Background: an optimization exercise with open tools, aiming at a short achievable clock period and few clock cycles per item. Do not read the settings as production practice.
Only simulation tests tie the RTL to the original design; equivalence was not proved.
No activity file was given, so power comes from the tool's default toggle rates.

==> 04-07 <==
==> flow/design.v <==
module data_cache (
   input  logic        clk,
   input  logic        rst,
   input  logic [31:0] cpu_address,
   input  logic [31:0] cpu_writedata,
   input  logic        cpu_read,
   input  logic        cpu_write,
   output logic [31:0] cpu_readdata,
   output logic        cpu_ready,
   output logic [31:0] mem_address,
   output logic [31:0] mem_writedata,
   output logic        mem_writemem,
   output logic        mem_readmem,
   input  logic [31:0] mem_readdata,
   output logic [31:0] hit_count,
   output logic [31:0] miss_count
);
   logic              fill;             
   logic [31:0]       valid;
   logic [26:0]       tag_mem  [32];
   logic [31:0]       data_mem [32];
   logic [31:0]       sel;              
   logic [31:0]       match;            
   logic              hit;
   logic [31:0]       hit_data;
   always_comb begin
      hit_data = '0;
      for (int i = 0; i < 32; i++) begin
         sel[i]   = (cpu_address[4:0] == 5'(i));
         match[i] = valid[i] && (tag_mem[i] == cpu_address[31:5]);
         hit_data = hit_data | ({32{sel[i]}} & data_mem[i]);
      end
   end
   assign hit = |(sel & match);
   assign mem_address   = cpu_address;
   assign mem_writedata = cpu_writedata;
   assign mem_readmem   = cpu_read;
   assign mem_writemem  = cpu_write;
   assign cpu_ready     = cpu_write || fill || (cpu_read && hit);
   assign cpu_readdata  = fill ? mem_readdata : hit_data;
   logic hit_inc, miss_inc;
   assign hit_inc  = fill || ((cpu_read || cpu_write) && hit);
   assign miss_inc = !fill && (cpu_read || cpu_write) && !hit;
   always_ff @(posedge clk or posedge rst) begin
      if (rst) begin
         fill       <= 1'b0;
         valid      <= '0;
         hit_count  <= 32'd0;
         miss_count <= 32'd0;
      end else begin
         fill <= !fill && !cpu_write && cpu_read && !hit;
         if (fill)
            valid <= valid | sel;
         if (hit_inc && hit_count != 32'hFFFF_FFFF)
            hit_count <= hit_count + 32'd1;
         if (miss_inc && miss_count != 32'hFFFF_FFFF)
            miss_count <= miss_count + 32'd1;
      end
   end
   always_ff @(posedge clk) begin
      for (int i = 0; i < 32; i++) begin
         if (fill && sel[i]) begin
            data_mem[i] <= mem_readdata;
            tag_mem[i]  <= cpu_address[31:5];
         end else if (cpu_write && sel[i] && match[i]) begin
            data_mem[i] <= cpu_writedata;
         end
      end
   end
endmodule
==> flow/run.sh <==
#!/bin/bash
# synth_recipe.tcl (not shown) runs the flow's synth.tcl, then flattens the netlist and writes it again
# the make line also repeats each setting of config.mk as NAME=value (left out here)
make -C /OpenROAD-flow-scripts/flow DESIGN_CONFIG=/design/flow/config.mk WORK_HOME=/design/flow/orfs CLKGATE_MAP_FILE= SYNTH_SCRIPT=/design/flow/synth_recipe.tcl finish
==> flow/config.mk <==
export PLATFORM = sky130hd
export DESIGN_NAME = data_cache
export DESIGN_NICKNAME = data_cache
export VERILOG_FILES = /design/flow/design.v
export SDC_FILE = /design/flow/constraint.sdc
export NUM_CORES = 4
export LEC_CHECK = 0
export CAP_MARGIN = 20
export CORE_MARGIN = 2
export CORE_UTILIZATION = 40
export SETUP_SLACK_MARGIN = 2.5
export SLEW_MARGIN = 20
==> flow/constraint.sdc <==
create_clock -name core_clock -period 7.0 [get_ports {clk}]
set_input_delay 1.4000 -clock core_clock [delete_from_list [all_inputs] [get_ports {clk}]]
set_output_delay 1.4000 -clock core_clock [all_outputs]
set_load 0.01 [all_outputs]
==> 01-12 (differences from 04-07) <==
==> flow/design.v, changed modules only <==
module data_cache (
   input  logic        clk,
   input  logic        rst,
   input  logic [31:0] cpu_address,
   input  logic [31:0] cpu_writedata,
   input  logic        cpu_read,
   input  logic        cpu_write,
   output logic [31:0] cpu_readdata,
   output logic        cpu_ready,
   output logic [31:0] mem_address,
   output logic [31:0] mem_writedata,
   output logic        mem_writemem,
   output logic        mem_readmem,
   input  logic [31:0] mem_readdata,
   output logic [31:0] hit_count,
   output logic [31:0] miss_count
);
   logic              fill;             
   logic [31:0]       valid;
   logic [26:0]       tag_mem  [32];
   logic [31:0]       data_mem [32];
   logic [4:0]        idx;
   logic [26:0]       addr_tag;
   logic              hit;
   assign idx           = cpu_address[4:0];
   assign addr_tag      = cpu_address[31:5];
   assign hit           = valid[idx] && (tag_mem[idx] == addr_tag);
   assign mem_address   = cpu_address;
   assign mem_writedata = cpu_writedata;
   assign mem_readmem   = cpu_read;
   assign mem_writemem  = cpu_write;
   assign cpu_ready     = cpu_write || fill || (cpu_read && hit);
   assign cpu_readdata  = fill ? mem_readdata : data_mem[idx];
   logic hit_inc, miss_inc;
   assign hit_inc  = fill || ((cpu_read || cpu_write) && hit);
   assign miss_inc = !fill && (cpu_read || cpu_write) && !hit;
   always_ff @(posedge clk or posedge rst) begin
      if (rst) begin
         fill       <= 1'b0;
         valid      <= '0;
         hit_count  <= 32'd0;
         miss_count <= 32'd0;
      end else begin
         fill <= !fill && !cpu_write && cpu_read && !hit;
         if (fill)
            valid[idx] <= 1'b1;
         if (hit_inc && hit_count != 32'hFFFF_FFFF)
            hit_count <= hit_count + 32'd1;
         if (miss_inc && miss_count != 32'hFFFF_FFFF)
            miss_count <= miss_count + 32'd1;
      end
   end
   always_ff @(posedge clk) begin
      if (fill) begin
         data_mem[idx] <= mem_readdata;
         tag_mem[idx]  <= addr_tag;
      end else if (cpu_write && hit) begin
         data_mem[idx] <= cpu_writedata;
      end
   end
endmodule
Settings changed: SETUP_SLACK_MARGIN 2.5 to 3.0.
==> metrics.json <==
{
  "outcome": {"value": "finished clean"},
  "num_vias": {"value": 66900},
  "placeableCoreArea": {"value": 222000, "unit": "µm²"},
  "nNetsFinal": {"value": 7779},
  "power.leakage": {"value": 40.0, "unit": "nW"},
  "grt_antenna_before_repair": {"value": 12},
  "num-nonclk-inverters": {"value": 75},
  "whs_endpoint": {"value": "valid[6]"},
  "share_comb_of_total_power": {"value": 9.2, "unit": "%"},
  "effective_utilization_at_floorplan": {"value": 40.1, "unit": "%"}
}
(the above is from 04-07)
==> metrics.json <==
{
  "share_comb_of_total_power": {"value": 8.1, "unit": "%"},
  "num_vias": {"value": 48200},
  "nNetsFinal": {"value": 5178},
  "whs_endpoint": {"value": "valid[21]"},
  "outcome": {"value": "finished clean"},
  "grt_antenna_before_repair": {"value": 4},
  "effective_utilization_at_floorplan": {"value": 40.4, "unit": "%"}
}
(the above is from 01-12)
Testbench counts of 04-07, summed over its fixed seeds: cycles 50,127, accesses 32,000.
Testbench counts of 01-12, summed over its fixed seeds: cycles 50,127, accesses 32,000.


==> inputs of trial 93 <==
data_cache, a different RTL version from the one above (not shown whole).
==> module data_cache, before the edit <==
module data_cache #(
   parameter int LINES       = 32,
   parameter int MEM_LATENCY = 2
) (
   input  logic        clk,
   input  logic        rst,
   input  logic [31:0] cpu_address,
   input  logic [31:0] cpu_writedata,
   input  logic        cpu_read,
   input  logic        cpu_write,
   output logic [31:0] cpu_readdata,
   output logic        cpu_ready,
   output logic [31:0] mem_address,
   output logic [31:0] mem_writedata,
   output logic        mem_writemem,
   output logic        mem_readmem,
   input  logic [31:0] mem_readdata,
   output logic [31:0] hit_count,
   output logic [31:0] miss_count
);
   localparam int IDX = $clog2(LINES);
   localparam int TW  = 32 - IDX;
   localparam int CW  = (MEM_LATENCY > 1) ? $clog2(MEM_LATENCY) : 1;
   typedef enum logic [1:0] {IDLE = 2'd0, FILL = 2'd1, WRITE = 2'd2} state_t;
   state_t            state, next_state;
   logic [CW-1:0]     wait_cnt;
   logic [LINES-1:0]  valid;
   logic [TW-1:0]     tag_mem  [LINES];
   logic [31:0]       data_mem [LINES];
   logic [IDX-1:0]    idx;
   logic [TW-1:0]     addr_tag;
   logic              hit;
   logic              hit_inc, miss_inc, fill_done;
   assign idx           = cpu_address[IDX-1:0];
   assign addr_tag      = cpu_address[31:IDX];
   assign hit           = valid[idx] && (tag_mem[idx] == addr_tag);
   assign mem_address   = cpu_address;
   assign mem_writedata = cpu_writedata;
   always_comb begin
      next_state   = state;
      cpu_ready    = 1'b0;
      cpu_readdata = 32'd0;
      mem_readmem  = 1'b0;
      mem_writemem = 1'b0;
      hit_inc      = 1'b0;
      miss_inc     = 1'b0;
      fill_done    = 1'b0;
      case (state)
         IDLE: begin
            if (cpu_write) begin
               next_state = WRITE;
            end else if (cpu_read) begin
               if (hit) begin
                  cpu_ready    = 1'b1;
                  cpu_readdata = data_mem[idx];
                  hit_inc      = 1'b1;
               end else begin
                  next_state = FILL;
                  miss_inc   = 1'b1;
               end
            end
         end
         FILL: begin
            mem_readmem = 1'b1;
            if (wait_cnt == '0) begin
               fill_done  = 1'b1;
               next_state = IDLE;
            end
         end
         WRITE: begin
            mem_writemem = 1'b1;
            cpu_ready    = 1'b1;
            hit_inc      = hit;
            miss_inc     = !hit;
            next_state   = IDLE;
         end
         default: next_state = IDLE;
      endcase
   end
   always_ff @(posedge clk or posedge rst) begin
      if (rst) begin
         state      <= IDLE;
         wait_cnt   <= '0;
         valid      <= '0;
         hit_count  <= 32'd0;
         miss_count <= 32'd0;
      end else begin
         state <= next_state;
         if (state == IDLE && next_state == FILL)
            wait_cnt <= CW'(MEM_LATENCY - 1);
         else if (state == FILL && wait_cnt != '0)
            wait_cnt <= wait_cnt - 1'b1;
         if (fill_done)
            valid[idx] <= 1'b1;
         if (hit_inc && hit_count != 32'hFFFF_FFFF)
            hit_count <= hit_count + 32'd1;
         if (miss_inc && miss_count != 32'hFFFF_FFFF)
            miss_count <= miss_count + 32'd1;
      end
   end
   always_ff @(posedge clk) begin
      if (fill_done) begin
         data_mem[idx] <= mem_readdata;
         tag_mem[idx]  <= addr_tag;
      end else if (state == WRITE && hit) begin
         data_mem[idx] <= cpu_writedata;
      end
   end
endmodule
export LEC_CHECK = 0
export CAP_MARGIN = 20
export CORE_MARGIN = 2
export CORE_UTILIZATION = 40
export SETUP_SLACK_MARGIN = 0.3
export SLEW_MARGIN = 20
create_clock -name core_clock -period 7.0 [get_ports {clk}]
run.sh (not shown) runs the stock make flow with config.mk's settings and CLKGATE_MAP_FILE= SYNTH_SCRIPT=/design/flow/synth_recipe.tcl, a recipe that flattens the netlist after the stock synthesis.
==> inputs of build 32, as changes to trial 93 <==
==> flow/design.v (replaced) <==
module data_cache (
   input  logic        clk,
   input  logic        rst,
   input  logic [31:0] cpu_address,
   input  logic [31:0] cpu_writedata,
   input  logic        cpu_read,
   input  logic        cpu_write,
   output logic [31:0] cpu_readdata,
   output logic        cpu_ready,
   output logic [31:0] mem_address,
   output logic [31:0] mem_writedata,
   output logic        mem_writemem,
   output logic        mem_readmem,
   input  logic [31:0] mem_readdata,
   output logic [31:0] hit_count,
   output logic [31:0] miss_count
);
   logic              fill;             
   logic              first;            
   logic              is_read;
   logic [31:0]       valid;
   logic [31:0][26:0] tag;
   logic [31:0]       sel;              
   logic              hit;
   assign is_read = cpu_read && !cpu_write;
   assign first   = (cpu_read || cpu_write) && !fill;
   always_comb begin
      hit = 1'b0;
      for (int i = 0; i < 32; i++) begin
         sel[i] = (cpu_address[4:0] == 5'(i));
         hit    = hit | (sel[i] && valid[i] && (tag[i] == cpu_address[31:5]));
      end
   end
   logic [31:0] hit_base, hit_next, miss_base, miss_next;
   logic        hit_pend, miss_pend;
   assign hit_count  = hit_pend  ? hit_next  : hit_base;
   assign miss_count = miss_pend ? miss_next : miss_base;
   always_ff @(posedge clk or posedge rst) begin
      if (rst) begin
         fill      <= 1'b0;
         valid     <= '0;
         hit_base  <= 32'd0;
         hit_next  <= 32'd1;
         miss_base <= 32'd0;
         miss_next <= 32'd1;
         hit_pend  <= 1'b0;
         miss_pend <= 1'b0;
      end else begin
         fill <= first && is_read;
         if (first && is_read)
            valid <= valid | sel;
         hit_base  <= hit_count;
         miss_base <= miss_count;
         hit_next  <= (hit_count  == 32'hFFFF_FFFF) ? hit_count  : hit_count  + 32'd1;
         miss_next <= (miss_count == 32'hFFFF_FFFF) ? miss_count : miss_count + 32'd1;
         hit_pend  <= first && (is_read || hit);
         miss_pend <= first && !hit;
      end
   end
   always_ff @(posedge clk) begin
      for (int i = 0; i < 32; i++)
         if (first && is_read && sel[i])
            tag[i] <= cpu_address[31:5];
   end
   assign mem_address   = cpu_address;
   assign mem_writedata = cpu_writedata;
   assign mem_readmem   = cpu_read;
   assign mem_writemem  = cpu_write && !rst;
   assign cpu_ready     = fill || (cpu_write && !rst);
   assign cpu_readdata  = mem_readdata;
endmodule
--- a/flow/config.mk
+++ b/flow/config.mk
@@ -8,5 +8,5 @@
 export CAP_MARGIN = 20
 export CORE_MARGIN = 2
 export CORE_UTILIZATION = 40
-export SETUP_SLACK_MARGIN = 0.3
+export SETUP_SLACK_MARGIN = 3.8
 export SLEW_MARGIN = 20
==> inputs of build 63, as changes to trial 93 <==
==> flow/design.v (replaced) <==
module data_cache (
   input  logic        clk,
   input  logic        rst,
   input  logic [31:0] cpu_address,
   input  logic [31:0] cpu_writedata,
   input  logic        cpu_read,
   input  logic        cpu_write,
   output logic [31:0] cpu_readdata,
   output logic        cpu_ready,
   output logic [31:0] mem_address,
   output logic [31:0] mem_writedata,
   output logic        mem_writemem,
   output logic        mem_readmem,
   input  logic [31:0] mem_readdata,
   output logic [31:0] hit_count,
   output logic [31:0] miss_count
);
   logic              fill;             
   logic [31:0]       valid;
   logic [26:0]       tag_mem  [32];
   logic [31:0]       data_mem [32];
   logic [4:0]        idx;
   logic [26:0]       addr_tag;
   logic              hit;
   assign idx           = cpu_address[4:0];
   assign addr_tag      = cpu_address[31:5];
   assign hit           = valid[idx] && (tag_mem[idx] == addr_tag);
   assign mem_address   = cpu_address;
   assign mem_writedata = cpu_writedata;
   assign mem_readmem   = cpu_read;
   assign mem_writemem  = cpu_write;
   assign cpu_ready     = cpu_write || fill || (cpu_read && hit);
   assign cpu_readdata  = fill ? mem_readdata : data_mem[idx];
   logic hit_inc, miss_inc;
   assign hit_inc  = fill || ((cpu_read || cpu_write) && hit);
   assign miss_inc = !fill && (cpu_read || cpu_write) && !hit;
   always_ff @(posedge clk or posedge rst) begin
      if (rst) begin
         fill       <= 1'b0;
         valid      <= '0;
         hit_count  <= 32'd0;
         miss_count <= 32'd0;
      end else begin
         fill <= !fill && !cpu_write && cpu_read && !hit;
         if (fill)
            valid[idx] <= 1'b1;
         if (hit_inc && hit_count != 32'hFFFF_FFFF)
            hit_count <= hit_count + 32'd1;
         if (miss_inc && miss_count != 32'hFFFF_FFFF)
            miss_count <= miss_count + 32'd1;
      end
   end
   always_ff @(posedge clk) begin
      if (fill) begin
         data_mem[idx] <= mem_readdata;
         tag_mem[idx]  <= addr_tag;
      end else if (cpu_write && hit) begin
         data_mem[idx] <= cpu_writedata;
      end
   end
endmodule
==> comparison table <==
| quantity | build 63 | trial 93 | build 32 |
|---|---|---|---|
| Outcome | timing/DRC/antenna clean | timing/DRC/antenna clean | timing/DRC/antenna clean |
| Layout Skew | 0.0809 ns | 0.0526 ns | 0.0580 ns |
| Crit path to | cpu_ready | hit_count[28] | miss_count[27] |
| Clock net power | 10400 uW | 10400 uW | 5530 uW |
| Critical path launch point | cpu_address[0] | cpu_address[1] | miss_pend |
| RSZ-0062 raised after global routing | false | true | true |
| Synth Net Count | 4151 | 4072 | 2986 |
| Power density over the cells | 275 mW/mm^2 | 269 mW/mm^2 | 254 mW/mm^2 |
| Number of antenna violations at the first check in global routing | 3 | 4 | 13 |
| Top routing layer in use | met4 | met4 | met5 |
| Metal2 WL | 108 mm | 111 mm | 67.4 mm |
| Post-CTS Setup Inserts | 0 | 50 | 216 |
| Sink of the worst hold path | valid[16] | valid[28] | valid[6] |
| Die footprint | 0.198 mm^2 | 0.197 mm^2 | 0.112 mm^2 |
| Layout buffer count excluding clock buffers | 505 | 726 | 499 |
| Placed insts | 6791 | 6834 | 4285 |
| Internal power of the cells | 19600 uW | 19700 uW | 10600 uW |
| Total routed wire length on the met1 layer | 90.1 mm | 88.5 mm | 55.6 mm |
| Combinational share of power | 6.3% | 6.5% | 11.4% |
| Htree depth | 4 | 4 | 3 |
| Core occupancy in the finished layout | 47.5% | 48.9% | 50.5% |
| Cell mode on critical path | buf_12 | buf_6 | - |
| Number of flip-flops in the largest register | 1024 | 1024 | 864 |
Testbench counts of trial 93, summed over its fixed seeds: cycles 96,206, accesses 32,000.
Testbench counts of build 32, summed over its fixed seeds: cycles 54,175, accesses 32,000.
Testbench counts of build 63, summed over its fixed seeds: cycles 50,127, accesses 32,000.

[port drivers added, routing unchanged]
No port has a modelled driver above. Below, the same layouts with a new extraction and two added sets of constraints. Step 1 assumes that a clkbuf_16 drives the clock port and a buf_2 every other input. Step 2 times the ports against the registers' clock, not the clock port: input delays grow and output delays shrink by t, the midpoint of the rising clock arrivals with the driver on. Slacks: no drivers / after step 1 / after step 2; pairs: no drivers / after step 1.
run | shift t [ns] | setup WS [ns] | worst setup path after step 2 | latest minus earliest clock arrival (ns) | pins driven straight from the clock port
04-07 | 0.960 | 1.841 / 1.694 / 1.308 | input to register | 0.060 / 0.060 | 1
01-12 | 0.954 | 0.884 / 0.558 / 0.475 | input to register | 0.065 / 0.066 | 1
trial 93 | 0.911 | 0.251 / 0.144 / -0.734 | input to register | 0.054 / 0.054 | 1
build 32 | 0.756 | 3.572 / 3.502 / 2.897 | input to register | 0.072 / 0.072 | 1
build 63 | 0.922 | 0.501 / 0.370 / 0.370 | input to output | 0.081 / 0.080 | 1
Met with ideal ports but missed after step 2: setup timing in trial 93. The setup slack of trial 93, which loses most, moves by -0.107 ns with the drivers and by -0.985 ns with both steps.
